Source: an optimization exercise on an open RTL-to-GDS flow (aim: small area, a short achievable clock period and few clock cycles per item). Production flows keep margins and buffers that such runs may drop.
RTL that was checked went through simulation tests only; none was proved equivalent to the original.
No functional check of the RTL was part of runs 1, 2 and 6 to 8.
No driver is modelled on the clock port, so clock power and skew are understated where the tree is cut down; a real chip needs a root buffer or a tree.
Power is estimated from default activity; no workload was simulated.

## flow/design.v

```verilog
`default_nettype none
package rhss_pkg;
  localparam int BYTE_W        = 8;
  localparam int POSITION_W    = 32;
  localparam int LENGTH_W      = 6;
  localparam int CFG_DATA_W    = 64;
  localparam int CFG_INDEX_W   = 3;
  localparam int PATTERN_WORDS = 4;
  localparam int MAX_PATTERN   = 32;
  localparam logic [CFG_INDEX_W-1:0] REG_PATTERN_LENGTH = 3'd0;
endpackage
`default_nettype wire
`default_nettype none
import rhss_pkg::*;
module rolling_hash_string_search (
  input  wire logic                   clk,
  input  wire logic                   rst,
  input  wire logic                   cfg_write_enable,
  input  wire logic [rhss_pkg::CFG_INDEX_W-1:0] cfg_index,
  input  wire logic [rhss_pkg::CFG_DATA_W-1:0]  cfg_data,
  input  wire logic                   text_valid,
  output wire logic                   text_ready,
  input  wire logic [rhss_pkg::BYTE_W-1:0]      text_byte,
  input  wire logic                   text_last,
  output wire logic                   result_valid,
  input  wire logic                   result_ready,
  output wire logic                   result_found,
  output wire logic [rhss_pkg::POSITION_W-1:0]  result_position
);
  logic [CFG_DATA_W-1:0]    pat_word [PATTERN_WORDS];
  logic [PATTERN_WORDS-1:0] word_set;      
  logic [4:0]               len_m1;        
  logic                     s1_valid;
  logic [BYTE_W-1:0]        s1_byte;
  logic                     s1_last;
  logic                     first;         
  logic [MAX_PATTERN-1:0]   mvec;
  logic                     s2_valid;
  logic                     s2_last;
  logic                     s2_first;
  logic                     matched;       
  logic                     out_valid;
  logic                     out_found;
  logic [POSITION_W-1:0]    pos;           
  logic                     ready_q;
  logic [PATTERN_WORDS-1:0] wr_en;
  always_comb begin
    for (int w = 0; w < PATTERN_WORDS; w++) begin
      wr_en[w] = cfg_write_enable && cfg_index == CFG_INDEX_W'(w + 1);
    end
  end
  always_ff @(posedge clk) begin
    for (int w = 0; w < PATTERN_WORDS; w++) begin
      if (wr_en[w]) pat_word[w] <= cfg_data;
    end
  end
  logic                     hit;
  logic                     need;
  logic                     stall;
  logic                     go;
  logic [POSITION_W-1:0]    pos_cur;
  assign hit   = mvec[len_m1];
  assign need  = s2_valid && !matched;
  assign stall = need && out_valid;
  assign go    = need && !stall;
  assign pos_cur = s2_first ? (POSITION_W'(0) - POSITION_W'(len_m1)) : (pos + POSITION_W'(1));
  logic                     take;
  logic                     adv;
  logic [MAX_PATTERN-1:0]   eq;
  logic [MAX_PATTERN-1:0]   mvec_new;
  assign take = text_valid && ready_q;
  assign adv  = s1_valid && !stall;
  always_comb begin
    for (int k = 0; k < MAX_PATTERN; k++) begin
      eq[k] = word_set[k/8] ? (s1_byte == pat_word[k/8][(k%8)*8 +: 8]) : (s1_byte == 8'd0);
    end
    mvec_new = eq & {mvec[MAX_PATTERN-2:0] & {(MAX_PATTERN-1){!first}}, 1'b1};
  end
  logic out_valid_nx;
  logic s1_valid_nx;
  logic s2_valid_nx;
  logic matched_nx;
  always_comb begin
    out_valid_nx = out_valid && !result_ready;
    if (go && (hit || s2_last)) out_valid_nx = 1'b1;
    s1_valid_nx = take || (s1_valid && stall);
    s2_valid_nx = stall ? s2_valid : s1_valid;
    matched_nx  = matched;
    if (s2_valid && !stall) begin
      if (s2_last) matched_nx = 1'b0;
      else if (need && hit) matched_nx = 1'b1;
    end
  end
  always_ff @(posedge clk) begin
    if (rst) begin
      word_set  <= '0;
      len_m1    <= '0;
      s1_valid  <= 1'b0;
      first     <= 1'b1;
      s2_valid  <= 1'b0;
      matched   <= 1'b0;
      out_valid <= 1'b0;
      ready_q   <= 1'b1;
    end else begin
      word_set <= word_set | wr_en;
      if (cfg_write_enable && cfg_index == REG_PATTERN_LENGTH) begin
        if (cfg_data[5:0] == 6'd0) len_m1 <= 5'd0;
        else if (cfg_data[5]) len_m1 <= 5'd31;
        else len_m1 <= cfg_data[4:0] - 5'd1;
      end
      s1_valid  <= s1_valid_nx;
      if (adv) first <= s1_last;
      s2_valid  <= s2_valid_nx;
      matched   <= matched_nx;
      out_valid <= out_valid_nx;
      ready_q   <= !(s1_valid_nx && out_valid_nx && s2_valid_nx && !matched_nx);
    end
  end
  always_ff @(posedge clk) begin
    if (!(s1_valid && stall)) begin
      s1_byte <= text_byte;
      s1_last <= text_last;
    end
    if (adv) begin
      mvec     <= mvec_new;
      s2_last  <= s1_last;
      s2_first <= first;
    end
    out_found <= (out_found && !go) || (hit && go && s2_valid);
    pos       <= (pos & {POSITION_W{!go}}) | (pos_cur & {POSITION_W{go && (hit || !s2_last)}});
  end
  assign text_ready      = ready_q;
  assign result_valid    = out_valid;
  assign result_found    = out_found;
  assign result_position = pos;
endmodule
`default_nettype wire
```

## flow/flow/run.sh

```bash
#!/bin/bash
set -euo pipefail
source flow/settings.sh
bash standard.sh "${ARGS[@]}" cts > make_cts.log 2>&1
openroad -no_init -exit flow/clock_root.tcl > clock_root.log 2>&1
bash standard.sh "${ARGS[@]}" finish > make_finish.log 2>&1
```

## flow/flow/clock_root.tcl

```tcl
set odb_file orfs/results/sky130hd/rolling_hash_string_search/base/4_cts.odb
read_db $odb_file
set block [ord::get_db_block]
set port_net [[$block findBTerm clk] getNet]
set iterms [$port_net getITerms]
if {[llength $iterms] != 1} {
  puts "clock port drives [llength $iterms] pins; tree left as is"
} else {
  set root [[lindex $iterms 0] getInst]
  set out_net [[$root findITerm X] getNet]
  set loads {}
  foreach it [$out_net getITerms] {
    if {[$it getInst] != $root} { lappend loads $it }
  }
  if {[llength $loads] > 4} {
    puts "root buffer [$root getName] drives [llength $loads] pins; tree left as is"
  } else {
    foreach it $loads {
      puts "moving [[$it getInst] getName]/[[$it getMTerm] getName] to the clock port"
      $it disconnect
      $it connect $port_net
    }
    puts "removing root buffer [$root getName] ([[$root getMaster] getName])"
    odb::dbInst_destroy $root
    odb::dbNet_destroy $out_net
    write_db $odb_file
  }
}
```

## flow/flow/settings.sh

```bash
# Extra ORFS make settings for standard.sh
ARGS=(
  SETUP_SLACK_MARGIN=8.0
  REMOVE_ABC_BUFFERS=1
  "CTS_ARGS=-sink_clustering_enable -repair_clock_nets -sink_clustering_size 25 -sink_clustering_max_diameter 120 -dont_use_dummy_load"
  "BUFFER_PORTS_ARGS=-buffer_cell sky130_fd_sc_hd__buf_1"
)
```

## flow/standard.sh

```bash
#!/bin/bash
# synth_recipe.tcl (not shown) runs the flow's synth.tcl, then flattens the netlist and writes it again
# the make line also repeats each setting of config.mk as NAME=value (left out here)
make -C /OpenROAD-flow-scripts/flow DESIGN_CONFIG=/design/flow/config.mk WORK_HOME=/design/flow/orfs CLKGATE_MAP_FILE= SYNTH_SCRIPT=/design/flow/synth_recipe.tcl "${@:-finish}"
```

## flow/config.mk

```make
export PLATFORM = sky130hd
export DESIGN_NAME = rolling_hash_string_search
export DESIGN_NICKNAME = rolling_hash_string_search
export VERILOG_FILES = /design/flow/design.v
export SDC_FILE = /design/flow/constraint.sdc
export NUM_CORES = 4
export LEC_CHECK = 0
export CAP_MARGIN = 20
export CORE_MARGIN = 2
export CORE_UTILIZATION = 55
export PLACE_DENSITY = 0.8
export SLEW_MARGIN = 20
```

## flow/constraint.sdc

```tcl
create_clock -name core_clock -period 11.0 [get_ports {clk}]
set_input_delay 2.2000 -clock core_clock [delete_from_list [all_inputs] [get_ports {clk}]]
set_output_delay 2.2000 -clock core_clock [all_outputs]
set_load 0.01 [all_outputs]
```

==> run_results.csv, run 1 <==
group,metric,value,unit
worst_setup_path,crit_slowest_cell,"dfxtp_4",
outcome,status,"finished clean",
logic_synthesis,synth_top_area_share,58.78,%
placed_design,place_area,16040,um2
logic_synthesis,synth_top_area_cell,"edfxtp_1",
grt,grt_pass1_wl,52300,um
worst_setup_path,crit_path_cell_trace,"buf_6",
placed_design,dpl.hpwl,20570,um
worst_setup_path,crit_fanout,5,
timing,rsz0062_at_grt,"true",
worst_setup_path,worst-setup-path-type,"flip-flop to primary output",
die,die_x,170.7,um
worst_setup_path,arrival,880,ps
worst_setup_path,path_delay_family,"flip-flops",
timing,finalMaxSlewViolations,0,
worst_setup_path,cp-startpoint,"pos[8]$_DFF_P_",
layout,fin_nets,1354,
logic_synthesis,netlist_area,15280,um2
worst_setup_path,cpPeakStageDelay,380,ps
worst_setup_path,critical_path_buf_inv_count,1,
layout,diodes,0,
placed_design,numPortBuffers,115,
die,core_region_area,27550,um2
grt,track_usage,23.41,%
logic_synthesis,ys_seq_area_share,65.07,%
worst_setup_path,reg2reg_depth,6,
logic_synthesis,yosysMostFrequentCell,"edfxtp_1",
routing,drc,0,
clock_tree,cts_num_sinks,347,
logic_synthesis,yosys-top-cells-count,"edfxtp_1, xnor2_1, xor2_1, dfxtp_1, a21oi_1",
routing,first_iter_violations,1318,
clock_tree,insertion_delay,380,ps
power_and_ir_drop,finalPower,2.587,mW
logic_synthesis,synth_seq_cells,347,
worst_setup_path,r2r_start,"len_m1[0]$_SDFFE_PP0P_",
power_and_ir_drop,vdd_drop_max,0.1176,mV
worst_setup_path,rr_endpoint,"pos[28]$_DFF_P_",
worst_setup_path,crit_path_start_kind,"flip-flop",
die,start_util,55.44,%
timing,finalSetupTns,0,ps
die,die_area,29120,um2
placed_design,gp_congestion,0.8716,
worst_setup_path,cp.required,8800,ps
logic_synthesis,synthFlopType,"edfxtp_1",
grt,grt_max_degree,66,
worst_setup_path,endpoint_kind,"primary output",
timing,hold_viol_final,0,
logic_synthesis,syn_inst,1125,
routing,wire_per_inst,22.60,um
timing,fmax,325.1,MHz
timing,fin_skew,18.26,ps
worst_setup_path,worst-path-stages,1,
die,rows,61,
timing,setup_viol,0,
power_and_ir_drop,power.leakage,5.671,nW
die,io_pins,116,
timing,finalCritPeriodShare,27.96,%
clock_tree,clk_pin_slew,100,ps
logic_synthesis,synth-edff-count,299,
routing,route.vias.total,9972,
routing,detail-route-antenna-nets,0,
layout,stdcell_area,17630,um2
die,dieHeight,170.7,um
run,maxCapViolCount,0,
timing,worst_pin_slew,990.8,ps
worst_hold_path,hold_path_depth,2,
logic_synthesis,yosysWarnings,2,
worst_hold_path,hold_path.class,"flip-flop to flip-flop",
grt,grt_pass1_vias,9425,
logic_synthesis,ys_types,53,
routing,viasPerCell,6.058,
layout,drive_gt1_share,14.67,%
grt,overflow,0,
worst_setup_path,r2r_slack,8250,ps
logic_synthesis,syn_avg_cell_area,13.58,um2
layout,stdcell_count,1646,
timing,finalCriticalPeriod,3076,ps
placed_design,placed_cells,1571,
timing,slew_headroom,33.70,%
logic_synthesis,ys_async_sr_fraction,0,%
logic_synthesis,netlist_top_cells_area,"edfxtp_1, xnor2_1, dfxtp_1, xor2_1, nor3b_1",
clock_tree,postCtsHoldBufs,0,
grt,antenna_found_initial,0,
routing,drt_pass1_iterations,6,
power_and_ir_drop,power_density,146.7,nW/um2
layout,syn_to_final_growth,15.40,%
worst_setup_path,setup.worst_path.end,"result_position[8]",
routing,finalWirelength,37190,um
==> flip-flops by register name, summed over array words and instances, names as in the netlist <==
signal     cells
pat_word     256
mvec          32
pos           32
s1_byte        8
len_m1         5
word_set       4
first          1
matched        1
out_found      1
out_valid      1
ready_q        1
s1_last        1
s1_valid       1
s2_first       1
s2_last        1
s2_valid       1
==> power breakdown <==
group / switching, mW / leakage [nW] / internal [mW]
registers: 0.0522 / 3.16 / 1.51
clock network: 0.373 / 0.197 / 0.263
logic: 0.202 / 2.31 / 0.189
==> cell families after synthesis <==
logic type | Yosys count | synth area share (%)
compound gates | 169 | 7.044
mux | 17 | 1.114
fa+ha+maj | 3 | 0.2457
xor+xnor | 261 | 14.96
simple gates | 250 | 9.411
buf+inv | 78 | 2.154
flops | 347 | 65.07
==> how the worst min path moves through the flow <==
stage	slack (ps)	to	startpoint
2_1_floorplan	430	s2_last$_DFFE_PP_	s1_last$_DFFE_PN_
3_3_place_gp	450	out_found$_DFF_P_	out_found$_DFF_P_
3_5_place_dp	440	out_found$_DFF_P_	out_found$_DFF_P_
4_1_cts	470	s2_last$_DFFE_PP_	s1_last$_DFFE_PN_
5_1_grt	470	s2_last$_DFFE_PP_	s1_last$_DFFE_PN_
6_report	470	out_found$_DFF_P_	out_found$_DFF_P_
==> cell type report <==
cell class                 count  area [um2]
multi-input combinational    701        5074
sequential                   347       10030
inverter                      17       67.56
timing repair buffer         187        1585
fill                        1971        9925
tap                          378       473.0
clock buffer                  16       400.4
==> metrics by stage <==
step | hold WS [ps] | util [%] | worst slack (ps)
finish | 466.8 | 63.98 | 7924
floorplan | 427.8 | - | 5336
detailed placement | 444.1 | 58.21 | 6882
global route | 469.2 | 63.98 | 7904
global placement | 448.2 | 58.21 | 6953
CTS | 465.6 | 62.17 | 7789
==> layout by cell type (no fill, tap or decap), types with 31 or more instances in the layout <==
master,count
nor4_1,36
nand4_1,38
nand2_1,31
nor3b_1,34
edfxtp_1,299
a21oi_1,42
buf_4,52
nor2_1,38
a31oi_1,41
buf_1,75
buf_6,40
xnor2_1,159
xor2_1,102
==> routing by layer <==
metal | part of all wire, % | GRT usage (%) | vias up
met5 | 0 | 0 | -
met4 | 2.0 | 5.351 | 0
met3 | 8.3 | 2.892 | 68
met2 | 51 | 41.45 | 541
met1 | 39 | 31.03 | 4907
li1 | - | - | 4456
==> repair_timing <==
item	in CTS	in global routing
gates resized for setup	137	36
pin swaps	1	5
endpoints found under the hold margin	0	0
cloned	1	15
buffers inserted	32	11
endpoints found under the setup margin	286	285
==> run 2, diff against run 1 <==
--- a/flow/config.mk
+++ b/flow/config.mk
@@ -11,2 +11,3 @@
 export PLACE_DENSITY = 0.8
 export SLEW_MARGIN = 20
+export TNS_END_PERCENT = 0
==> run_results.csv, run 2 <==
group,metric,value,unit
worst_setup_path,crit_slowest_cell,"nor2_2",
grt,grt_pass1_wl,51650,um
layout,largest_register_ffs,256,
worst_setup_path,rr_endpoint,"pos[12]$_DFF_P_",
logic_synthesis,yosysWarnings,2,
timing,finalCritPeriodShare,29.12,%
placed_design,place_area,16040,um2
die,rows,61,
die,die_area,29120,um2
logic_synthesis,netlist_area,15280,um2
worst_setup_path,endpoint_kind,"flip-flop",
power_and_ir_drop,p_seq_share,61.3,%
logic_synthesis,ys_types,53,
routing,drt_pass1_iterations,5,
power_and_ir_drop,power.leakage,5.517,nW
worst_setup_path,cp.required,11050,ps
logic_synthesis,netlist_top_cells_area,"edfxtp_1, xnor2_1, dfxtp_1, xor2_1, nor3b_1",
worst_setup_path,r2r_slack,8120,ps
die,dieHeight,170.7,um
worst_setup_path,arrival,3250,ps
power_and_ir_drop,comb_power_share,13.8,%
timing,finalMaxSlewViolations,0,
logic_synthesis,synth_seq_cells,347,
die,core_region_area,27550,um2
logic_synthesis,ys_seq_area_share,65.07,%
timing,slew_headroom,30.61,%
layout,top_regs,"pat_word: 256 flops, mvec: 32 flops, pos: 32 flops",
worst_setup_path,worst-setup-path-type,"input port to flip-flop",
clock_tree,postCtsHoldBufs,0,
timing,rsz0062_at_grt,"true",
power_and_ir_drop,vdd_drop_max,0.1178,mV
layout,layout_common_cells,"edfxtp_1, xnor2_1, xor2_1",
routing,detail-route-antenna-nets,0,
logic_synthesis,yosysMostFrequentCell,"edfxtp_1",
run,maxCapViolCount,0,
grt,grt_pass1_vias,9298,
logic_synthesis,synth-edff-count,299,
placed_design,numPortBuffers,115,
timing,worst_pin_slew,1041,ps
placed_design,dpl.hpwl,20570,um
timing,fmax,312.1,MHz
worst_setup_path,crit_path_cell_trace,"buf_1, nor2_2, and3_4, buf_12",
logic_synthesis,synthFlopType,"edfxtp_1",
power_and_ir_drop,p_sw_share,24.10,%
timing,finalSetupTns,0,ps
grt,grt_max_degree,66,
timing,hold_viol_final,0,
layout,multiInputGateArea,5064,um2
routing,route.vias.total,9847,
layout,stdcell_area,17260,um2
layout,top_register,"pat_word",
grt,antenna_found_initial,0,
routing,first_iter_violations,1296,
clock_tree,cts_num_sinks,347,
worst_setup_path,cpPeakStageDelay,320,ps
worst_setup_path,r2r_start,"s2_first$_DFFE_PP_",
power_and_ir_drop,p_clk_share,24.9,%
routing,finalWirelength,36210,um
clock_tree,insertion_delay,380,ps
timing,finalCriticalPeriod,3204,ps
clock_tree,clk_pin_slew,90,ps
power_and_ir_drop,power_switching,0.6110,mW
logic_synthesis,syn_inst,1125,
logic_synthesis,synth_top_area_cell,"edfxtp_1",
worst_setup_path,cp-startpoint,"cfg_index[0]",
logic_synthesis,yosys-top-cells-count,"edfxtp_1, xnor2_1, xor2_1, dfxtp_1, a21oi_1",
layout,nFillCells,2035,
logic_synthesis,syn_avg_cell_area,13.58,um2
timing,setup_viol,0,
routing,drc,0,
worst_setup_path,setup.worst_path.end,"pat_word[3][14]$_DFFE_PP_",
worst_setup_path,crit_path_start_kind,"input port",
outcome,status,"finished clean",
logic_synthesis,synth_top_area_share,58.78,%
worst_hold_path,hold_path.class,"flip-flop to flip-flop",
placed_design,gp_congestion,0.8716,
layout,diodes,0,
grt,overflow,0,
layout,fin_nets,1340,
layout,register_area,10030,um2
routing,viasPerCell,6.034,
die,die_x,170.7,um
die,start_util,55.44,%
routing,wire_per_inst,22.19,um
logic_synthesis,ys_async_sr_fraction,0,%
grt,track_usage,23.07,%
worst_setup_path,reg2reg_depth,5,
layout,final_common_cell,"edfxtp_1",
die,io_pins,116,
worst_setup_path,crit_fanout,42,
power_and_ir_drop,p_int,1.925,mW
power_and_ir_drop,power_density,146.9,nW/um2
layout,syn_to_final_growth,12.99,%
layout,drive_gt1_share,13.48,%
timing,fin_skew,17.59,ps
-- run 2: cell counts after synthesis --
No cell type changed its count.
-- run 2: final cells by class --
class / count / share of cell area (%)
tap: 378 / 2.740
timing repair buffer: 173 / 7.119
inverter: 17 / 0.3914
sequential: 347 / 58.09
clock buffer: 16 / 2.320
multi-input combinational: 701 / 29.34
-- run 2: kinds of logic after synthesis --
group,count (synthesis),synth area share [%]
DFF,347,65.07
muxes,17,1.114
xor gates and xnor gates,261,14.96
AOI/OAI and AO/OA,169,7.044
adders and majority gates,3,0.2457
buffers and inverters,78,2.154
and+or+nand+nor,250,9.411
-- run 2: stage by stage --
| step | utilization (%) | power (mW) | hold slack, ps | setup slack (ps) | cells |
|---|---|---|---|---|---|
| global route | 62.64 | 2.619 | 471.5 | 7826 | 1632 |
| finish | 62.64 | 2.536 | 456.8 | 7796 | 1632 |
| global placement | 58.21 | 1.837 | 448.2 | 6953 | 1571 |
| detailed placement | 58.21 | 1.849 | 444.1 | 6882 | 1571 |
| CTS | 61.16 | 2.541 | 462.9 | 7789 | 1614 |
| floorplan | - | 1.743 | 427.8 | 5336 | 1064 |
-- run 2: worst min-delay path by stage --
stage / endpoint / depth (start not counted) / slack, ps / from
floorplan: s2_last$_DFFE_PP_ / 0 / 430 / s1_last$_DFFE_PN_
global placement: out_found$_DFF_P_ / 2 / 450 / out_found$_DFF_P_
detailed placement: out_found$_DFF_P_ / 2 / 440 / out_found$_DFF_P_
CTS: out_found$_DFF_P_ / 2 / 460 / out_found$_DFF_P_
global route: s2_last$_DFFE_PP_ / 0 / 470 / s1_last$_DFFE_PN_
finish: out_found$_DFF_P_ / 2 / 460 / out_found$_DFF_P_
-- run 2: power groups by stage --
stage	Clock, mW	Combinational (mW)	Sequential (mW)
after floorplan	0	0.135	1.61
after global placement	0	0.250	1.59
after detailed placement	0	0.258	1.59
after CTS	0.665	0.325	1.55
after global routing	0.680	0.377	1.56
final	0.632	0.349	1.55
-- run 2: what timing repair did --
item	CTS	global route
resized for setup	99	48
pin swaps	0	4
buffers inserted	26	6
setup endpoints to repair	286	312
gates cloned	0	13
-- run 2: layer usage --
metal | vias to the layer above | GRT usage [%] | routed length, um
li1 | 4430 | - | -
met1 | 4878 | 31.04 | 14400
met2 | 474 | 40.57 | 18300
met3 | 65 | 2.776 | 2618
met4 | 0 | 4.868 | 896
met5 | - | 0 | 0
-- run 2: worst max-delay path: cells and delay by family --
family	cells	cell delay, ps
buffers and inverters	2	400
AND/OR/NAND/NOR	2	610
==> run 3, diff against run 2 <==
--- a/flow/design.v
+++ b/flow/design.v
@@ -127,5 +127,5 @@
       s2_first <= first;
     end
-    out_found <= (out_found && !go) || (hit && go && s2_valid);
+    out_found <= (out_found && !go) || (hit && go);
     pos       <= (pos & {POSITION_W{!go}}) | (pos_cur & {POSITION_W{go && (hit || !s2_last)}});
   end
--- a/flow/config.mk
+++ b/flow/config.mk
@@ -8,6 +8,4 @@
 export CAP_MARGIN = 20
 export CORE_MARGIN = 2
-export CORE_UTILIZATION = 55
-export PLACE_DENSITY = 0.8
+export CORE_UTILIZATION = 40
 export SLEW_MARGIN = 20
-export TNS_END_PERCENT = 0
==> run_results.csv, run 3 <==
group,metric,value,unit
outcome,status,"finished clean",
die,die_x,199.5,um
clock_tree,clk_pin_slew,100,ps
logic_synthesis,synth_seq_cells,347,
worst_setup_path,crit_path_start_kind,"flip-flop",
logic_synthesis,synth_fa_ha_area_share,0.2456,%
worst_setup_path,crit_path_cell_trace,"clkbuf_2",
routing,detail-route-antenna-nets,0,
clock_tree,cts_num_sinks,347,
layout,nFillCells,3363,
grt,grt_pass1_wl,56720,um
routing,first_iter_violations,655,
timing,hold_viol_final,0,
logic_synthesis,netlist_area,15280,um2
logic_synthesis,netlist_top_cells_area,"edfxtp_1, xnor2_1, dfxtp_1, xor2_1, a21oi_1",
clock_tree,insertion_delay,420,ps
timing,finalCriticalPeriod,3071,ps
layout,stdcell_count,1802,
timing,worst_pin_slew,872.9,ps
logic_synthesis,ys_types,54,
logic_synthesis,synth_top_area_share,58.95,%
worst_setup_path,cp.required,8800,ps
timing,setup_viol,0,
power_and_ir_drop,power.leakage,5.709,nW
run,maxCapViolCount,0,
worst_setup_path,path_delay_family,"flip-flops",
worst_setup_path,arrival,870,ps
die,core_region_area,37670,um2
power_and_ir_drop,vdd_drop_max,0.1055,mV
logic_synthesis,muxShareOfSynthArea,1.179,%
logic_synthesis,synthFlopType,"edfxtp_1",
logic_synthesis,ys_seq_area_share,65.11,%
logic_synthesis,synth_top_area_cell,"edfxtp_1",
logic_synthesis,yosys-top-cells-count,"edfxtp_1, xnor2_1, xor2_1, nor2_1, a21oi_1",
layout,top_register,"pat_word",
timing,finalMaxSlewViolations,0,
layout,layout_common_cells,"edfxtp_1, xnor2_1, xor2_1",
worst_setup_path,worst-setup-path-type,"flip-flop to primary output",
die,die_area,39780,um2
timing,slew_headroom,41.63,%
die,dieHeight,199.5,um
grt,antenna_found_initial,2,
routing,route.vias.total,9619,
grt,track_usage,18.97,%
grt,grt_pass1_vias,9299,
placed_design,numPortBuffers,115,
routing,drt_pass1_iterations,5,
placed_design,pre_cts_ws,6894,ps
timing,fin_skew,87.81,ps
timing,rsz0062_at_grt,"true",
layout,fin_util,47.57,%
logic_synthesis,yosysMostFrequentCell,"edfxtp_1",
worst_setup_path,critical_path_buf_inv_count,1,
layout,stdcell_area,17920,um2
logic_synthesis,syn_avg_cell_area,13.46,um2
layout,drive_gt1_share,15.52,%
placed_design,placed_cells,1714,
worst_setup_path,cpPeakStageDelay,380,ps
logic_synthesis,synth_top_family_by_area,"XOR/XNOR gates",
routing,drc,0,
logic_synthesis,yosysWarnings,2,
timing,hold_ws,483.2,ps
timing,fmax,325.7,MHz
layout,final_common_cell,"edfxtp_1",
placed_design,gp_congestion,0.8495,
power_and_ir_drop,finalPower,2.640,mW
timing,finalCritPeriodShare,27.91,%
timing,finalSetupTns,0,ps
grt,overflow,0,
worst_setup_path,crit_slowest_cell,"edfxtp_1",
worst_setup_path,endpoint_kind,"primary output",
die,start_util,40.57,%
logic_synthesis,synth_simple_gate_area_share,9.350,%
routing,finalWirelength,38590,um
routing,wire_per_inst,21.42,um
logic_synthesis,syn_inst,1135,
routing,viasPerCell,5.338,
die,rows,71,
placed_design,dpl.hpwl,21960,um
grt,grt_max_degree,66,
layout,syn_to_final_growth,17.25,%
worst_hold_path,hold_path.class,"flip-flop to flip-flop",
die,io_pins,116,
layout,fin_nets,1375,
logic_synthesis,ys_async_sr_fraction,0,%
timing,setup_slack,7929,ps
power_and_ir_drop,power_density,147.4,nW/um2
worst_setup_path,crit_fanout,1,
logic_synthesis,synth-edff-count,300,
logic_synthesis,synthXorXnorAreaFrac,15.02,%
logic_synthesis,synth-compound-area-share,6.910,%
layout,largest_register_ffs,256,
placed_design,place_area,16210,um2
layout,top_regs,"pat_word: 256 flops, mvec: 32 flops, pos: 32 flops",
## run 3: repair_timing
item                                    CTS  global route
hold buffers                              0             0
endpoints found under the setup margin  308           306
setup buffers                            41            16
pin swaps                                 3             9
resized for setup                       145            35
gates cloned                              6             6
## run 3: path summary, 6_finish.rpt
path / from / end / slack, ps / cells after the start
hold reg to reg: s1_last$_DFFE_PN_ / s2_last$_DFFE_PP_ / 480 / 0
setup / recovery: flip-flop / result_found / 7930 / 1
setup reg to reg: out_valid$_SDFF_PP0_ / pos[31]$_DFF_P_ / 8300 / 6
hold / removal: s1_last$_DFFE_PN_ / s2_last$_DFFE_PP_ / 480 / 0
## run 3: metal layers
| layer | up-vias | track usage [%] | part of all wire [%] |
|---|---|---|---|
| li1 | 4494 | - | - |
| met1 | 4799 | 26.35 | 44 |
| met2 | 283 | 32.42 | 49 |
| met3 | 39 | 1.806 | 5.4 |
| met4 | 4 | 4.088 | 2.0 |
| met5 | - | 0 | 0.067 |
## run 3: report_power, final
part | total [mW] | switching [mW] | internal, mW
clock network | 0.664 | 0.386 | 0.278
logic | 0.414 | 0.213 | 0.200
registers | 1.56 | 0.0509 | 1.51
## run 3: layout make-up
class / instances / area, um2 / area share (%)
clock buffers: 17 / 425.4 / 2.374
well taps: 511 / 639.4 / 3.568
inverters: 18 / 71.32 / 0.3980
flip-flops and latches: 347 / 10040 / 56.03
multi-input cells: 712 / 5097 / 28.45
diodes: 2 / 5.005 / 0.02793
repair buffers: 195 / 1640 / 9.154
## run 3: cell families after synthesis
logic type | Yosys count
xor+xnor | 262
buf+inv | 79
fa+ha+maj | 3
simple gates | 264
mux | 18
flops | 347
compound gates | 162
Testbench counts of run 3, summed over its fixed seeds: cycles 37,419, bytes 37,092.
==> run 4, diff against run 3 <==
--- a/flow/design.v
+++ b/flow/design.v
@@ -39,4 +39,5 @@
   logic                     s2_last;
   logic                     s2_first;
+  logic                     after_first;   
   logic                     matched;       
   logic                     out_valid;
@@ -57,12 +58,16 @@
   logic                     hit;
   logic                     need;
+  logic                     writes;
   logic                     stall;
   logic                     go;
+  logic                     zero_pos;
   logic [POSITION_W-1:0]    pos_cur;
-  assign hit   = mvec[len_m1];
-  assign need  = s2_valid && !matched;
-  assign stall = need && out_valid;
-  assign go    = need && !stall;
-  assign pos_cur = s2_first ? (POSITION_W'(0) - POSITION_W'(len_m1)) : (pos + POSITION_W'(1));
+  assign hit    = mvec[len_m1];
+  assign need   = s2_valid && !matched;
+  assign writes = !s2_first || hit || s2_last;
+  assign stall  = need && writes && out_valid;
+  assign go     = need && writes && !stall;
+  assign pos_cur  = after_first ? (POSITION_W'(1) - POSITION_W'(len_m1)) : (pos + POSITION_W'(1));
+  assign zero_pos = s2_first || (s2_last && !hit);
   logic                     take;
   logic                     adv;
@@ -80,4 +85,6 @@
   logic s1_valid_nx;
   logic s2_valid_nx;
+  logic s2_first_nx;
+  logic s2_last_nx;
   logic matched_nx;
   always_comb begin
@@ -86,4 +93,6 @@
     s1_valid_nx = take || (s1_valid && stall);
     s2_valid_nx = stall ? s2_valid : s1_valid;
+    s2_first_nx = stall ? s2_first : first;
+    s2_last_nx  = stall ? s2_last : s1_last;
     matched_nx  = matched;
     if (s2_valid && !stall) begin
@@ -114,5 +123,6 @@
       matched   <= matched_nx;
       out_valid <= out_valid_nx;
-      ready_q   <= !(s1_valid_nx && out_valid_nx && s2_valid_nx && !matched_nx);
+      ready_q   <= !(s1_valid_nx && out_valid_nx && s2_valid_nx && !matched_nx &&
+                     (!s2_first_nx || len_m1 == 5'd0 || s2_last_nx));
     end
   end
@@ -127,6 +137,7 @@
       s2_first <= first;
     end
-    out_found <= (out_found && !go) || (hit && go);
-    pos       <= (pos & {POSITION_W{!go}}) | (pos_cur & {POSITION_W{go && (hit || !s2_last)}});
+    if (s2_valid && !stall) after_first <= s2_first;
+    out_found <= (out_found && !go) || (hit && go && s2_valid);
+    pos       <= (pos & {POSITION_W{!go}}) | (pos_cur & {POSITION_W{go && !zero_pos}});
   end
   assign text_ready      = ready_q;
--- a/flow/config.mk
+++ b/flow/config.mk
@@ -9,3 +9,5 @@
 export CORE_MARGIN = 2
 export CORE_UTILIZATION = 40
+export PLACE_DENSITY = 0.85
 export SLEW_MARGIN = 20
+export TNS_END_PERCENT = 0
==> run_results.csv, run 4 <==
group,metric,value,unit
outcome,status,"finished clean",
timing,finalCritPeriodShare,30.01,%
grt,grt_pass1_vias,9469,
placed_design,numPortBuffers,115,
die,dieHeight,198.9,um
die,die_area,39580,um2
worst_setup_path,worst-setup-path-type,"input port to flip-flop",
timing,fin_skew,32.78,ps
routing,route.vias.total,9326,
grt,grt_pass1_wl,51810,um
routing,detail-route-antenna-nets,0,
routing,wire_per_inst,19.59,um
timing,hold_ws,490.7,ps
clock_tree,insertion_delay,380,ps
routing,finalWirelength,34130,um
timing,fmax,302.9,MHz
grt,track_usage,16.92,%
logic_synthesis,ys_types,57,
grt,grt_max_degree,66,
placed_design,pre_cts_ws,7136,ps
logic_synthesis,synthFlopType,"edfxtp_1",
logic_synthesis,yosys-top-cells-count,"edfxtp_1, xnor2_1, xor2_1, nor2_1, dfxtp_1",
layout,top_register,"pat_word",
logic_synthesis,synth_seq_cells,348,
layout,fin_nets,1314,
worst_setup_path,crit_fanout,65,
logic_synthesis,netlist_area,15200,um2
logic_synthesis,syn_avg_cell_area,13.76,um2
die,io_pins,116,
layout,syn_to_final_growth,11.80,%
layout,drive_gt1_share,12.46,%
timing,setup_slack,7699,ps
die,die_x,198.9,um
power_and_ir_drop,power_density,139.1,nW/um2
timing,finalCriticalPeriod,3301,ps
die,core_region_area,37580,um2
worst_setup_path,r2r_slack,8280,ps
worst_setup_path,arrival,3320,ps
layout,final_common_cell,"edfxtp_1",
placed_design,gp_congestion,0.8556,
logic_synthesis,synth-edff-count,300,
worst_setup_path,crit_path_start_kind,"input port",
layout,top_regs,"pat_word: 256 flops, mvec: 32 flops, pos: 32 flops",
timing,finalSetupTns,0,ps
die,rows,71,
grt,antenna_found_initial,6,
timing,slew_headroom,40.85,%
logic_synthesis,synth_top_area_cell,"edfxtp_1",
worst_setup_path,endpoint_kind,"flip-flop",
logic_synthesis,yosysMostFrequentCell,"edfxtp_1",
grt,overflow,0,
logic_synthesis,ys_seq_area_share,65.59,%
worst_setup_path,cp.required,11020,ps
power_and_ir_drop,vdd_drop_max,0.1085,mV
clock_tree,postCtsHoldBufs,0,
logic_synthesis,ys_async_sr_fraction,0,%
worst_hold_path,hold_path.class,"flip-flop to flip-flop",
die,start_util,40.45,%
timing,setup_viol,0,
logic_synthesis,syn_inst,1105,
clock_tree,clk_pin_slew,100,ps
routing,drc,0,
clock_tree,cts_num_sinks,348,
run,maxCapViolCount,0,
routing,viasPerCell,5.354,
timing,hold_viol_final,0,
routing,first_iter_violations,885,
timing,finalMaxSlewViolations,0,
placed_design,dpl.hpwl,21290,um
timing,worst_pin_slew,884.0,ps
power_and_ir_drop,finalPower,2.364,mW
power_and_ir_drop,power.leakage,5.349,nW
logic_synthesis,synth_top_area_share,59.27,%
timing,rsz0062_at_grt,"true",
layout,layout_common_cells,"edfxtp_1, xnor2_1, xor2_1",
logic_synthesis,netlist_top_cells_area,"edfxtp_1, xnor2_1, dfxtp_1, xor2_1, nor3b_1",
routing,drt_pass1_iterations,8,
layout,nFillCells,3214,
layout,largest_register_ffs,256,
logic_synthesis,yosysWarnings,2,
run 4: cell count changes in the layout (fill, tap and decap cells not counted), sizes merged, moves of 10 or more:
cell and change:
a21oi -27, buf -23, clkbuf -11, inv +10
nand2 -11, o21ai +14, o2bb2ai +18
run 4: worst max-delay path, stage by stage:
cell,delay [ps]
buf_1,80
nor2b_1,230
and3b_2,230
buf_6,520
run 4: timing repair:
item                       in CTS  in global routing
setup endpoints to repair     346                377
resized for setup              96                  2
setup buffers                  32                  0
run 4: kinds of logic (layout without fill, tap and decap cells):
group / Yosys count / after routing / share of synthesized area (%)
buffers and inverters: 81 / 204 / 2.330
AND/OR/NAND/NOR: 251 / 251 / 9.532
flip-flops: 348 / 348 / 65.59
AO/OA/AOI/OAI: 144 / 144 / 6.125
adder cells (fa/ha/maj): 4 / 4 / 0.3128
XOR/XNOR: 259 / 259 / 14.92
multiplexers: 18 / 18 / 1.185
other: 0 / 3 / 0
run 4: final timing paths:
kind                          start                       end  cells after the start
max                cfg_write_enable  pat_word[0][8]$_DFFE_PP_                      4
min reg2reg      s2_first$_DFFE_PP_     after_first$_DFFE_PN_                      0
max reg2reg  len_m1[1]$_SDFFE_PP0P_           pos[23]$_DFF_P_                      7
min              s2_first$_DFFE_PP_     after_first$_DFFE_PN_                      0
run 4: through the flow:
step | instance area, um2 | cells | utilization [%]
floorplan | 14940 | 1050 | -
global route | 16990 | 1740 | 45.21
detailed placement | 16140 | 1691 | 42.95
global placement | 16140 | 1691 | 42.95
CTS | 17000 | 1740 | 45.25
finish | 16990 | 1742 | 45.22
run 4: power by group:
| part | internal (mW) | leakage, nW | total (mW) | switching, mW |
|---|---|---|---|---|
| logic | 0.0939 | 1.99 | 0.222 | 0.128 |
| registers | 1.48 | 3.16 | 1.51 | 0.0290 |
| clock network | 0.263 | 0.197 | 0.630 | 0.367 |
| total | 1.84 | 5.35 | 2.36 | 0.524 |
run 4: layout make-up:
type / instances / area [um2] / share of cell area [%]
Tap cell: 511 / 639.4 / 3.763
Antenna cell: 3 / 7.507 / 0.04418
Inverter: 26 / 97.59 / 0.5743
Sequential cell: 348 / 10030 / 59.05
Clock buffer: 16 / 400.4 / 2.356
Timing Repair Buffer: 162 / 919.6 / 5.412
Multi-Input combinational cell: 676 / 4893 / 28.80
run 4: routing by layer:
metal / routed length (um) / GRT usage, % / share of wire, % / vias to the layer above
met5: 37 / 0 / 0.11 / -
met4: 840 / 4.174 / 2.5 / 6
met3: 2810 / 3.747 / 8.2 / 65
met2: 16970 / 29.99 / 50 / 394
met1: 13470 / 20.96 / 39 / 4570
li1: - / - / - / 4291
Testbench counts of run 4, summed over its fixed seeds: cycles 37,214, bytes 37,092.
==> run 5, diff against run 4 <==
--- a/flow/config.mk
+++ b/flow/config.mk
@@ -8,6 +8,5 @@
 export CAP_MARGIN = 20
 export CORE_MARGIN = 2
-export CORE_UTILIZATION = 40
-export PLACE_DENSITY = 0.85
+export CORE_UTILIZATION = 55
+export PLACE_DENSITY = 0.8
 export SLEW_MARGIN = 20
-export TNS_END_PERCENT = 0
==> run_results.csv, run 5 <==
group,metric,value,unit
clock_tree,clk_pin_slew,110,ps
logic_synthesis,ys_seq_area_share,65.59,%
die,dieHeight,170.2,um
timing,finalCriticalPeriod,3028,ps
logic_synthesis,synth-edff-count,300,
layout,top_regs,"pat_word: 256 flops, mvec: 32 flops, pos: 32 flops",
worst_setup_path,reg2reg_depth,7,
logic_synthesis,ys_types,57,
routing,drc,0,
worst_setup_path,rr_endpoint,"pos[16]$_DFF_P_",
grt,antenna_found_initial,0,
power_and_ir_drop,power.leakage,5.622,nW
clock_tree,cts_num_sinks,348,
worst_setup_path,worst-path-stages,1,
worst_setup_path,setup.worst_path.end,"result_position[0]",
layout,fin_nets,1340,
die,core_region_area,27030,um2
placed_design,gp_congestion,0.8435,
layout,register_area,10030,um2
layout,syn_to_final_growth,14.99,%
layout,final_common_cell,"edfxtp_1",
placed_design,dpl.hpwl,19470,um
die,die_area,28980,um2
timing,worst_pin_slew,1011,ps
layout,drive_gt1_share,15.31,%
worst_setup_path,critical_path_buf_inv_count,1,
worst_setup_path,cp.required,8800,ps
die,start_util,56.24,%
layout,fin_util,64.67,%
timing,hold_viol_final,0,
clock_tree,postCtsHoldBufs,0,
layout,multiInputGateArea,4941,um2
layout,nFillCells,1882,
logic_synthesis,ys_async_sr_fraction,0,%
logic_synthesis,syn_inst,1105,
worst_setup_path,cp-startpoint,"pos[0]$_DFF_P_",
worst_setup_path,cpPeakStageDelay,370,ps
worst_setup_path,crit_fanout,2,
worst_setup_path,crit_path_cell_trace,"buf_6",
grt,grt_pass1_wl,49700,um
worst_setup_path,crit_path_start_kind,"flip-flop",
grt,grt_pass1_vias,9049,
timing,fmax,330.2,MHz
logic_synthesis,yosysMostFrequentCell,"edfxtp_1",
worst_setup_path,arrival,830,ps
routing,viasPerCell,5.929,
power_and_ir_drop,vdd_drop_max,0.1014,mV
logic_synthesis,yosys-top-cells-count,"edfxtp_1, xnor2_1, xor2_1, nor2_1, dfxtp_1",
timing,finalCritPeriodShare,27.53,%
layout,stdcell_area,17480,um2
placed_design,placed_cells,1521,
layout,diodes,0,
logic_synthesis,syn_avg_cell_area,13.76,um2
placed_design,numPortBuffers,115,
layout,top_register,"pat_word",
logic_synthesis,synthFlopType,"edfxtp_1",
routing,finalWirelength,34950,um
worst_setup_path,r2r_slack,8240,ps
routing,drt_pass1_iterations,5,
worst_hold_path,hold_path.class,"flip-flop to flip-flop",
die,rows,60,
worst_setup_path,r2r_start,"len_m1[1]$_SDFFE_PP0P_",
power_and_ir_drop,power_density,138.1,nW/um2
routing,route.vias.total,9456,
outcome,status,"finished clean",
logic_synthesis,synth_seq_cells,348,
layout,largest_register_ffs,256,
timing,finalSetupTns,0,ps
grt,track_usage,22.22,%
logic_synthesis,synth_top_area_cell,"edfxtp_1",
timing,setup_viol,0,
timing,rsz0062_at_grt,"true",
worst_setup_path,crit_slowest_cell,"dfxtp_2",
routing,first_iter_violations,990,
die,io_pins,116,
logic_synthesis,netlist_area,15200,um2
worst_setup_path,worst-setup-path-type,"flip-flop to primary output",
timing,slew_headroom,32.33,%
logic_synthesis,yosysWarnings,2,
timing,fin_skew,90.67,ps
grt,overflow,0,
layout,layout_common_cells,"edfxtp_1, xnor2_1, xor2_1",
routing,detail-route-antenna-nets,0,
run,maxCapViolCount,0,
routing,wire_per_inst,21.91,um
logic_synthesis,synth_top_area_share,59.27,%
worst_setup_path,endpoint_kind,"primary output",
logic_synthesis,netlist_top_cells_area,"edfxtp_1, xnor2_1, dfxtp_1, xor2_1, nor3b_1",
timing,finalMaxSlewViolations,0,
placed_design,place_area,15930,um2
clock_tree,insertion_delay,410,ps
worst_setup_path,path_delay_family,"flip-flops",
layout,stdcell_count,1595,
grt,grt_max_degree,66,
die,die_x,170.2,um
[run 5: kinds of logic after synthesis]
kind of cell,Yosys count,share of synthesized area [%]
AO/OA/AOI/OAI,144,6.125
adder cells (fa/ha/maj),4,0.3128
AND/OR/NAND/NOR,251,9.532
buffers and inverters,81,2.330
XOR/XNOR,259,14.92
flip-flops,348,65.59
multiplexers,18,1.185
[run 5: layout make-up]
cell class	count	share of cell area [%]
Clock buffer	17	2.434
Sequential cell	348	57.38
Tap cell	341	2.441
Multi-Input combinational cell	676	28.27
Timing Repair Buffer	187	8.891
Inverter	26	0.5870
[run 5: metrics by stage]
stage	power [mW]	hold slack, ps	setup slack, ps
2_1_floorplan	1.663	442.4	5336
3_3_place_gp	1.728	484.3	7221
3_5_place_dp	1.736	483.6	7160
4_1_cts	2.423	510.4	7838
5_1_grt	2.488	525.1	7933
6_report	2.413	507.0	7972
[run 5: worst min path at each step]
stage / end / depth (start not counted) / from / slack, ps
5_1_grt: s2_last$_DFFE_PP_ / 0 / s1_last$_DFFE_PN_ / 530
3_3_place_gp: pos[31]$_DFF_P_ / 1 / pos[31]$_DFF_P_ / 480
2_1_floorplan: after_first$_DFFE_PN_ / 0 / s2_first$_DFFE_PP_ / 440
6_report: after_first$_DFFE_PN_ / 0 / s2_first$_DFFE_PP_ / 510
4_1_cts: after_first$_DFFE_PN_ / 0 / s2_first$_DFFE_PP_ / 510
3_5_place_dp: after_first$_DFFE_PN_ / 0 / s2_first$_DFFE_PP_ / 480
[run 5: report_power, final]
| part | leakage [nW] | total (mW) | internal, mW | switching (mW) |
|---|---|---|---|---|
| sequential | 3.16 | 1.51 | 1.48 | 0.0303 |
| combinational | 2.25 | 0.246 | 0.112 | 0.134 |
| clock | 0.209 | 0.654 | 0.278 | 0.376 |
| total | 5.62 | 2.41 | 1.87 | 0.540 |
[run 5: per-layer routing]
metal / GRT usage (%) / up-vias / routed length, um
met5: 0 / - / 0
met4: 6.132 / 0 / 946
met3: 2.558 / 59 / 3032
met2: 38.55 / 428 / 17160
met1: 29.83 / 4629 / 13820
li1: - / 4340 / -
[run 5: timing repair]
item | CTS | global route
setup buffers | 33 | 10
gates cloned | 0 | 14
resized for setup | 126 | 37
setup endpoints to repair | 330 | 291
pin swaps | 0 | 5
endpoints found under the hold margin | 0 | 0
==> run 6, diff against run 5 <==
--- a/flow/design.v
+++ b/flow/design.v
@@ -30,5 +30,5 @@
   logic [CFG_DATA_W-1:0]    pat_word [PATTERN_WORDS];
   logic [PATTERN_WORDS-1:0] word_set;      
-  logic [4:0]               len_m1;        
+  logic [4:0]               len5;          
   logic                     s1_valid;
   logic [BYTE_W-1:0]        s1_byte;
@@ -63,10 +63,13 @@
   logic                     zero_pos;
   logic [POSITION_W-1:0]    pos_cur;
-  assign hit    = mvec[len_m1];
+  logic [MAX_PATTERN-1:0]   mvec_rot;
+  assign mvec_rot = {mvec[MAX_PATTERN-2:0], mvec[MAX_PATTERN-1]};
+  assign hit    = mvec_rot[len5];
   assign need   = s2_valid && !matched;
   assign writes = !s2_first || hit || s2_last;
   assign stall  = need && writes && out_valid;
   assign go     = need && writes && !stall;
-  assign pos_cur  = after_first ? (POSITION_W'(1) - POSITION_W'(len_m1)) : (pos + POSITION_W'(1));
+  assign pos_cur  = after_first ? (POSITION_W'(2) - POSITION_W'({len5 == 5'd0, len5}))
+                                : (pos + POSITION_W'(1));
   assign zero_pos = s2_first || (s2_last && !hit);
   logic                     take;
@@ -104,5 +107,5 @@
     if (rst) begin
       word_set  <= '0;
-      len_m1    <= '0;
+      len5      <= 5'd1;
       s1_valid  <= 1'b0;
       first     <= 1'b1;
@@ -114,7 +117,7 @@
       word_set <= word_set | wr_en;
       if (cfg_write_enable && cfg_index == REG_PATTERN_LENGTH) begin
-        if (cfg_data[5:0] == 6'd0) len_m1 <= 5'd0;
-        else if (cfg_data[5]) len_m1 <= 5'd31;
-        else len_m1 <= cfg_data[4:0] - 5'd1;
+        if (cfg_data[5]) len5 <= 5'd0;
+        else if (cfg_data[4:0] == 5'd0) len5 <= 5'd1;
+        else len5 <= cfg_data[4:0];
       end
       s1_valid  <= s1_valid_nx;
@@ -124,5 +127,5 @@
       out_valid <= out_valid_nx;
       ready_q   <= !(s1_valid_nx && out_valid_nx && s2_valid_nx && !matched_nx &&
-                     (!s2_first_nx || len_m1 == 5'd0 || s2_last_nx));
+                     (!s2_first_nx || len5 == 5'd1 || s2_last_nx));
     end
   end
==> flow/flow/out_iso.tcl (new file) <==
# Give each output port's register a net of its own: when the register that drives an
# output port's buffer also drives other logic, move that other logic behind a new
# buffer, so the register's output sees only the port buffer. Then legalize placement.
set odb_file orfs/results/sky130hd/rolling_hash_string_search/base/4_cts.odb
read_liberty $::env(FLOW_HOME)/platforms/sky130hd/lib/sky130_fd_sc_hd__tt_025C_1v80.lib
read_db $odb_file
read_sdc orfs/results/sky130hd/rolling_hash_string_search/base/4_cts.sdc
set block [ord::get_db_block]
set count 0
foreach bterm [$block getBTerms] {
  if {[$bterm getIoType] ne "OUTPUT"} continue
  set pnet [$bterm getNet]
  # the port buffer drives the port
  set obuf ""
  foreach it [$pnet getITerms] { if {[$it isOutputSignal]} { set obuf [$it getInst] } }
  if {$obuf eq ""} continue
  set in_net [[$obuf findITerm A] getNet]
  if {$in_net eq "NULL"} continue
  set drv ""
  set others {}
  foreach it [$in_net getITerms] {
    if {[$it isOutputSignal]} { set drv $it; continue }
    if {[$it getInst] == $obuf} continue
    lappend others "[[$it getInst] getName]/[[$it getMTerm] getName]"
  }
  if {$drv eq "" || [llength $others] == 0} continue
  set master [[$drv getInst] getMaster]
  if {![$master isSequential]} continue
  insert_buffer -buffer_cell sky130_fd_sc_hd__buf_2 -net [$in_net getName] -load_pins [get_pins $others]
  incr count
}
puts "isolated $count output registers"
detailed_placement
check_placement
write_db $odb_file
==> run_results.csv, run 6 <==
group,metric,value,unit
outcome,status,"finished clean",
worst_setup_path,path_delay_family,"flip-flops",
placed_design,dpl.hpwl,19750,um
worst_setup_path,reg2reg_depth,8,
logic_synthesis,synth_top_area_share,59.28,%
routing,first_iter_violations,962,
timing,rsz0062_at_grt,"true",
worst_setup_path,r2r_slack,8220,ps
run,maxCapViolCount,0,
layout,stdcell_count,1589,
clock_tree,cts_num_sinks,348,
worst_setup_path,crit_path_cell_trace,"buf_6",
logic_synthesis,ys_types,59,
worst_setup_path,worst-setup-path-type,"flip-flop to primary output",
die,start_util,56.23,%
logic_synthesis,ys_async_sr_fraction,0,%
grt,track_usage,23.55,%
worst_setup_path,arrival,860,ps
routing,drc,0,
power_and_ir_drop,power_density,136.8,nW/um2
worst_setup_path,crit_slowest_cell,"dfxtp_4",
layout,largest_register_ffs,256,
worst_setup_path,cp.required,8800,ps
die,io_pins,116,
logic_synthesis,synthFlopType,"edfxtp_1",
layout,top_register,"pat_word",
grt,grt_max_degree,66,
die,die_area,28970,um2
layout,drive_gt1_share,16.04,%
logic_synthesis,syn_avg_cell_area,13.83,um2
logic_synthesis,ys_seq_area_share,65.61,%
timing,worst_pin_slew,949.4,ps
timing,hold_viol_final,0,
timing,setup_slack,7944,ps
worst_hold_path,hold_path.class,"flip-flop to flip-flop",
die,rows,60,
layout,top_regs,"pat_word: 256 flops, mvec: 32 flops, pos: 32 flops",
die,dieHeight,170.2,um
worst_hold_path,min_to,"out_found$_DFF_P_",
routing,detail-route-antenna-nets,0,
grt,antenna_found_initial,2,
grt,grt_pass1_vias,9372,
logic_synthesis,netlist_area,15200,um2
clock_tree,clk_pin_slew,110,ps
timing,slew_headroom,36.47,%
layout,layout_common_cells,"edfxtp_1, xnor2_1, xor2_1",
placed_design,numPortBuffers,115,
die,core_region_area,27030,um2
power_and_ir_drop,power.leakage,5.610,nW
clock_tree,insertion_delay,400,ps
layout,syn_to_final_growth,15.34,%
logic_synthesis,syn_inst,1099,
die,die_x,170.2,um
routing,wire_per_inst,22.57,um
worst_setup_path,crit_path_start_kind,"flip-flop",
timing,setup_viol,0,
logic_synthesis,yosys-top-cells-count,"edfxtp_1, xnor2_1, xor2_1, nor2_1, dfxtp_1",
worst_setup_path,r2r_start,"pos[1]$_DFF_P_",
worst_setup_path,critical_path_buf_inv_count,1,
grt,grt_pass1_wl,52230,um
logic_synthesis,synth_top_area_cell,"edfxtp_1",
placed_design,pre_cts_ws,7077,ps
worst_hold_path,hold_path_depth,2,
timing,finalCritPeriodShare,27.79,%
grt,overflow,0,
worst_setup_path,endpoint_kind,"primary output",
worst_setup_path,rr_endpoint,"pos[16]$_DFF_P_",
logic_synthesis,synth-edff-count,300,
layout,fin_util,64.85,%
logic_synthesis,yosysWarnings,2,
logic_synthesis,synth_seq_cells,348,
timing,fmax,327.2,MHz
placed_design,gp_congestion,0.8087,
timing,finalMaxSlewViolations,0,
routing,finalWirelength,35870,um
worst_hold_path,min-delay-start,"out_found$_DFF_P_",
layout,fin_nets,1334,
worst_setup_path,cpPeakStageDelay,370,ps
routing,viasPerCell,6.035,
logic_synthesis,yosysMostFrequentCell,"edfxtp_1",
timing,finalCriticalPeriod,3056,ps
placed_design,placed_cells,1511,
worst_setup_path,crit_fanout,2,
timing,fin_skew,43.48,ps
power_and_ir_drop,vdd_drop_max,0.1307,mV
logic_synthesis,netlist_top_cells_area,"edfxtp_1, xnor2_1, dfxtp_1, xor2_1, nor3b_1",
routing,route.vias.total,9590,
routing,drt_pass1_iterations,5,
timing,finalSetupTns,0,ps
power_and_ir_drop,finalPower,2.398,mW
layout,final_common_cell,"edfxtp_1",
run 6: metal layers:
| metal | vias to the layer above | GRT usage [%] | part of all wire (%) |
|---|---|---|---|
| met5 | - | 0 | 0.036 |
| met4 | 2 | 6.243 | 2.8 |
| met3 | 65 | 3.930 | 7.7 |
| met2 | 435 | 42.84 | 52 |
| met1 | 4748 | 29.15 | 38 |
| li1 | 4340 | - | - |
run 6: cell families (layout without fill, tap and decap cells):
| family | Yosys count | count (layout) | synth area share, % |
|---|---|---|---|
| flops | 348 | 348 | 65.61 |
| xor+xnor | 260 | 260 | 14.99 |
| simple gates | 246 | 246 | 9.000 |
| compound gates | 145 | 145 | 6.472 |
| buf+inv | 83 | 231 | 2.223 |
| mux | 12 | 12 | 1.309 |
| fa+ha+maj | 5 | 5 | 0.4035 |
| other cells | 0 | 1 | 0 |
run 6: layout make-up:
cell class | instances | area (um2)
Antenna cell | 1 | 2.502
Clock buffer | 16 | 400.4
Fill cell | 1874 | 9499
Inverter | 24 | 90.09
Multi-Input combinational cell | 668 | 4950
Sequential cell | 348 | 10050
Tap cell | 341 | 426.7
Timing Repair Buffer | 191 | 1610
run 6: per-stage QoR:
| step | hold WS (ps) | instance area (um2) |
|---|---|---|
| after floorplan | 451.4 | 14950 |
| after global placement | 436.9 | 15940 |
| after detailed placement | 459.9 | 15940 |
| after CTS | 479.3 | 17100 |
| after global routing | 526.0 | 17520 |
| final | 478.6 | 17530 |
run 6: worst max-delay path by stage:
| stage | from | end | slack (ps) | cells past startpoint |
|---|---|---|---|---|
| 4_1_cts | pos[4]$_DFF_P_ | result_position[4] | 7820 | 1 |
| 2_1_floorplan | cfg_write_enable | pat_word[0][0]$_DFFE_PP_ | 5320 | 3 |
| 6_report | pos[10]$_DFF_P_ | result_position[10] | 7940 | 1 |
| 3_3_place_gp | cfg_write_enable | pat_word[2][27]$_DFFE_PP_ | 7190 | 4 |
| 5_1_grt | pos[10]$_DFF_P_ | result_position[10] | 7930 | 1 |
| 3_5_place_dp | cfg_write_enable | pat_word[1][38]$_DFFE_PP_ | 7080 | 5 |
run 6: what timing repair did:
| item | in CTS | in global routing |
|---|---|---|
| pin swaps | 0 | 4 |
| resized for setup | 133 | 21 |
| buffers inserted | 32 | 14 |
| hold buffers | 0 | 0 |
| endpoints found under the setup margin | 372 | 346 |
| gates cloned | 3 | 12 |
run 6: power by group:
group	total [mW]	switching, mW	leakage (nW)	internal (mW)
Sequential	1.51	0.0304	3.17	1.48
Clock	0.641	0.378	0.197	0.263
Combinational	0.244	0.133	2.25	0.112
==> run 7, diff against run 6 <==
--- a/flow/config.mk
+++ b/flow/config.mk
@@ -8,5 +8,5 @@
 export CAP_MARGIN = 20
 export CORE_MARGIN = 2
-export CORE_UTILIZATION = 55
-export PLACE_DENSITY = 0.8
+export CORE_UTILIZATION = 65
+export PLACE_DENSITY = 0.85
 export SLEW_MARGIN = 20
==> run_results.csv, run 7 <==
group,metric,value,unit
outcome,status,"finished clean",
timing,finalSetupTns,0,ps
grt,grt_pass1_vias,9590,
logic_synthesis,ys_seq_area_share,65.61,%
placed_design,numPortBuffers,115,
clock_tree,cts_num_sinks,348,
worst_setup_path,worst-setup-path-type,"flip-flop to primary output",
clock_tree,postCtsHoldBufs,0,
worst_setup_path,cpPeakStageDelay,380,ps
logic_synthesis,synthFlopType,"edfxtp_1",
logic_synthesis,synth_top_area_share,59.28,%
logic_synthesis,yosys-top-cells-count,"edfxtp_1, xnor2_1, xor2_1, nor2_1, dfxtp_1",
layout,layout_common_cells,"edfxtp_1, xnor2_1, xor2_1",
timing,worst_pin_slew,860.7,ps
worst_setup_path,path_delay_family,"flip-flops",
worst_setup_path,arrival,870,ps
logic_synthesis,synth_top_area_cell,"edfxtp_1",
routing,first_iter_violations,1228,
logic_synthesis,syn_avg_cell_area,13.83,um2
grt,overflow,0,
clock_tree,clk_pin_slew,110,ps
layout,top_regs,"pat_word: 256 flops, mvec: 32 flops, pos: 32 flops",
die,dieHeight,156.9,um
logic_synthesis,ys_types,59,
grt,track_usage,27.98,%
layout,largest_register_ffs,256,
routing,drt_pass1_iterations,7,
run,maxCapViolCount,0,
logic_synthesis,netlist_top_cells_area,"edfxtp_1, xnor2_1, dfxtp_1, xor2_1, nor3b_1",
logic_synthesis,ys_async_sr_fraction,0,%
routing,wire_per_inst,24.25,um
worst_setup_path,endpoint_kind,"primary output",
clock_tree,insertion_delay,390,ps
routing,detail-route-antenna-nets,0,
routing,route.vias.total,10020,
timing,slew_headroom,42.41,%
worst_setup_path,crit_path_cell_trace,"buf_6",
timing,setup_viol,0,
routing,viasPerCell,6.431,
timing,hold_viol_final,0,
routing,drc,0,
power_and_ir_drop,power_density,137.2,nW/um2
placed_design,dpl.hpwl,20020,um
placed_design,gp_congestion,0.8409,
power_and_ir_drop,vdd_drop_max,0.1239,mV
routing,finalWirelength,37780,um
timing,fin_skew,42.42,ps
worst_hold_path,hold_path.class,"flip-flop to flip-flop",
logic_synthesis,yosysMostFrequentCell,"edfxtp_1",
layout,diodes,0,
placed_design,place_area,15900,um2
layout,stdcell_area,17490,um2
die,core_region_area,22780,um2
logic_synthesis,synth_seq_cells,348,
power_and_ir_drop,power.leakage,5.599,nW
logic_synthesis,yosysWarnings,2,
worst_setup_path,cp.required,8800,ps
die,io_pins,116,
grt,grt_pass1_wl,52470,um
layout,top_register,"pat_word",
timing,finalMaxSlewViolations,0,
worst_setup_path,critical_path_buf_inv_count,1,
grt,antenna_found_initial,0,
timing,finalCriticalPeriod,3065,ps
logic_synthesis,netlist_area,15200,um2
timing,fmax,326.2,MHz
die,die_x,156.9,um
timing,rsz0062_at_grt,"true",
die,die_area,24620,um2
grt,grt_max_degree,66,
worst_setup_path,crit_slowest_cell,"dfxtp_2",
layout,drive_gt1_share,15.74,%
worst_setup_path,crit_fanout,2,
logic_synthesis,synth-edff-count,300,
die,rows,55,
logic_synthesis,syn_inst,1099,
layout,fin_nets,1332,
layout,final_common_cell,"edfxtp_1",
worst_setup_path,crit_path_start_kind,"flip-flop",
die,start_util,66.71,%
timing,finalCritPeriodShare,27.87,%
layout,syn_to_final_growth,15.08,%
[run 7: kinds of logic after synthesis]
| logic type | Yosys count | synth area share [%] |
|---|---|---|
| buf+inv | 83 | 2.223 |
| xor+xnor | 260 | 14.99 |
| fa+ha+maj | 5 | 0.4035 |
| simple gates | 246 | 9.000 |
| compound gates | 145 | 6.472 |
| mux | 12 | 1.309 |
| flops | 348 | 65.61 |
[run 7: routing by layer]
metal | share of wire, % | track usage, % | up-vias | routed length, um
met5 | 0 | 0 | - | 0
met3 | 9.5 | 4.268 | 143 | 3573
li1 | - | - | 4330 | -
met2 | 49 | 49.31 | 657 | 18380
met1 | 38 | 35.69 | 4889 | 14310
met4 | 4.0 | 9.436 | 0 | 1511
[run 7: area by class of cell]
type,instances,area (um2)
sequential,348,10060
inverter,24,90.09
multi-input combinational,668,4961
clock buffer,16,400.4
fill,1223,5290
timing repair buffer,189,1585
tap,313,391.6
[run 7: where the power goes]
| part | internal, mW | leakage (nW) | switching (mW) | total (mW) |
|---|---|---|---|---|
| Sequential | 1.48 | 3.17 | 0.0334 | 1.52 |
| Combinational | 0.111 | 2.24 | 0.136 | 0.247 |
| Clock | 0.263 | 0.197 | 0.374 | 0.638 |
[run 7: path summary, 6_finish.rpt]
path                              from                 end  slack, ps  cells after the start
setup reg to reg  len5[0]$_SDFFE_PP1P_     pos[25]$_DFF_P_       8040                      7
setup / recovery        pos[9]$_DFF_P_  result_position[9]       7930                      1
hold reg to reg      s1_last$_DFFE_PN_   s2_last$_DFFE_PP_        510                      0
hold / removal       s1_last$_DFFE_PN_   s2_last$_DFFE_PP_        510                      0
[run 7: what timing repair did]
| item | in CTS | in global routing |
|---|---|---|
| setup buffers | 32 | 11 |
| pin swaps | 0 | 5 |
| cloned | 1 | 15 |
| setup endpoints to repair | 373 | 349 |
| gates resized for setup | 136 | 26 |
[run 7: worst reg2reg max path: stages, from the launching register on]
cell	delay [ps]
dfxtp_4	520
mux4_2	540
a22o_1	280
o311ai_4	380
buf_4	220
a31o_4	390
o21ai_0	220
a21bo_2	270
[run 7: through the flow]
step	std cells	hold slack (ps)	power, mW	setup slack (ps)	utilization, %
after floorplan	1040	451.4	1.659	5325	-
after global placement	1483	465.1	1.722	7201	69.82
after detailed placement	1483	475.8	1.732	7094	69.82
after CTS	1533	485.8	2.398	7801	74.62
after global routing	1558	516.8	2.460	7907	76.78
final	1558	507.8	2.400	7935	76.78
==> run 8, diff against run 7 <==
==> flow/flow/run.sh (replaced) <==
#!/bin/bash
# Own layout flow. It runs the standard layout (standard.sh, with the standard
# synthesis unchanged) with extra ORFS settings from flow/settings.sh, and makes two
# changes to the layout after CTS:
#  - flow/out_iso.tcl: a register that drives an output port's buffer and other logic
#    drives the other logic through a new buffer.
# Each tool's output goes to a log of its own in this folder.
set -euo pipefail
source flow/settings.sh
bash standard.sh "${ARGS[@]}" cts > make_cts.log 2>&1
openroad -no_init -exit flow/clock_root.tcl > clock_root.log 2>&1
openroad -no_init -exit flow/out_iso.tcl > out_iso.log 2>&1
bash standard.sh "${ARGS[@]}" finish > make_finish.log 2>&1
--- a/flow/config.mk
+++ b/flow/config.mk
@@ -8,5 +8,5 @@
 export CAP_MARGIN = 20
 export CORE_MARGIN = 2
-export CORE_UTILIZATION = 65
-export PLACE_DENSITY = 0.85
+export CORE_UTILIZATION = 55
+export PLACE_DENSITY = 0.8
 export SLEW_MARGIN = 20
==> run_results.csv, run 8 <==
group,metric,value,unit
worst_setup_path,path_delay_family,"flip-flops",
logic_synthesis,synthXorXnorAreaFrac,14.99,%
layout,syn_to_final_growth,16.79,%
layout,fin_util,65.67,%
worst_hold_path,hold_path.class,"flip-flop to flip-flop",
power_and_ir_drop,finalPower,2.412,mW
worst_setup_path,worst-setup-path-type,"flip-flop to primary output",
die,io_pins,116,
grt,grt_max_degree,66,
power_and_ir_drop,comb_power_share,10.6,%
timing,finalCritPeriodShare,27.83,%
die,core_region_area,27030,um2
timing,slew_headroom,38.31,%
power_and_ir_drop,power_switching,0.5476,mW
placed_design,gp_congestion,0.8087,
worst_setup_path,endpoint_kind,"primary output",
routing,detail-route-antenna-nets,0,
logic_synthesis,synth_fa_ha_area_share,0.4035,%
timing,fmax,326.6,MHz
grt,overflow,0,
grt,grt_pass1_wl,53270,um
logic_synthesis,syn_avg_cell_area,13.83,um2
logic_synthesis,synth_simple_gate_area_share,9.000,%
power_and_ir_drop,p_sw_share,22.70,%
logic_synthesis,synth_seq_cells,348,
logic_synthesis,synth-compound-area-share,6.472,%
worst_setup_path,crit_fanout,2,
run,maxCapViolCount,0,
routing,route.vias.total,9822,
logic_synthesis,ys_types,59,
power_and_ir_drop,vdd_drop_max,0.1310,mV
logic_synthesis,synth_top_area_share,59.28,%
power_and_ir_drop,p_clk_share,26.7,%
routing,drt_pass1_iterations,6,
logic_synthesis,synth_top_area_cell,"edfxtp_1",
logic_synthesis,netlist_area,15200,um2
placed_design,dpl.hpwl,19750,um
routing,viasPerCell,6.033,
worst_setup_path,critical_path_buf_inv_count,1,
logic_synthesis,synth-edff-count,300,
layout,final_common_cell,"edfxtp_1",
clock_tree,cts_num_sinks,348,
power_and_ir_drop,power_density,135.9,nW/um2
placed_design,place_area,15940,um2
outcome,status,"finished clean",
die,die_area,28970,um2
die,start_util,56.23,%
placed_design,numPortBuffers,115,
routing,wire_per_inst,22.59,um
placed_design,placed_cells,1511,
logic_synthesis,syn_inst,1099,
power_and_ir_drop,power.leakage,5.821,nW
timing,finalMaxSlewViolations,0,
logic_synthesis,muxShareOfSynthArea,1.309,%
worst_setup_path,cpPeakStageDelay,380,ps
logic_synthesis,netlist_top_cells_area,"edfxtp_1, xnor2_1, dfxtp_1, xor2_1, nor3b_1",
clock_tree,insertion_delay,390,ps
routing,finalWirelength,36770,um
worst_setup_path,crit_path_start_kind,"flip-flop",
layout,top_regs,"pat_word: 256 flops, mvec: 32 flops, pos: 32 flops",
layout,fin_nets,1373,
logic_synthesis,ys_seq_area_share,65.61,%
timing,finalCriticalPeriod,3061,ps
layout,stdcell_count,1628,
power_and_ir_drop,p_seq_share,62.7,%
die,dieHeight,170.2,um
logic_synthesis,yosysWarnings,2,
die,die_x,170.2,um
worst_setup_path,crit_slowest_cell,"dfxtp_4",
layout,drive_gt1_share,18.74,%
power_and_ir_drop,p_int,1.864,mW
[run 8: changes by cell type in the layout (fill, tap and decap cells not counted), sizes merged]
cell and change:
diode +1, buf +41
[run 8: final timing paths]
check / start / end / slack (ps) / cells after the start
hold / removal: s1_last$_DFFE_PN_ / s2_last$_DFFE_PP_ / 510 / 0
setup reg to reg: pos[1]$_DFF_P_ / pos[16]$_DFF_P_ / 8120 / 9
hold reg to reg: s1_last$_DFFE_PN_ / s2_last$_DFFE_PP_ / 510 / 0
setup / recovery: pos[10]$_DFF_P_ / result_position[10] / 7940 / 1
[run 8: layer usage]
metal	up-vias	part of all wire, %	GRT usage (%)
met5	-	0.033	0
met3	64	7.2	2.721
met1	4861	38	30.29
li1	4418	-	-
met2	477	52	44.41
met4	2	2.4	5.240
[run 8: power by group through the flow]
stage | Clock, mW | Sequential (mW) | Combinational (mW)
6_report | 0.644 | 1.51 | 0.256
5_1_grt | 0.689 | 1.52 | 0.276
2_1_floorplan | 0 | 1.56 | 0.0967
3_5_place_dp | 0 | 1.55 | 0.187
4_1_cts | 0.671 | 1.51 | 0.227
3_3_place_gp | 0 | 1.54 | 0.180
[run 8: cell families (layout without fill, tap and decap cells)]
kind of cell / Yosys count / count (layout)
xor gates and xnor gates: 260 / 260
and+or+nand+nor: 246 / 246
muxes: 12 / 12
DFF: 348 / 348
other: 0 / 1
adders and majority gates: 5 / 5
buffers and inverters: 83 / 270
AOI/OAI and AO/OA: 145 / 145
[run 8: final cells by class]
cell class | instances | area, um2
fill | 1851 | 9279
clock buffer | 16 | 400.4
tap | 341 | 426.7
multi-input combinational | 668 | 4956
sequential | 348 | 10050
timing repair buffer | 230 | 1824
inverter | 24 | 90.09
antenna | 1 | 2.502
[run 8: what timing repair did]
| action | CTS | global route |
|---|---|---|
| buffers inserted | 32 | 16 |
| resized for setup | 133 | 26 |
| setup endpoints to repair | 372 | 329 |
| pin swaps | 0 | 5 |
| cloned | 3 | 14 |
[run 8: metrics by stage]
| step | hold slack [ps] | setup slack, ps |
|---|---|---|
| CTS | 479.3 | 7817 |
| detailed placement | 459.9 | 7077 |
| finish | 507.8 | 7939 |
| floorplan | 451.4 | 5325 |
| global route | 531.4 | 7898 |
| global placement | 436.9 | 7186 |

Re-timed with assumed drivers on the ports (clkbuf_16 on the clock, buf_2 on other inputs), run 8 has 7.876 ns of setup slack against 7.939 ns with ideal ports, and 7.591 ns once port delays also move by the mid clock arrival of 0.433 ns.
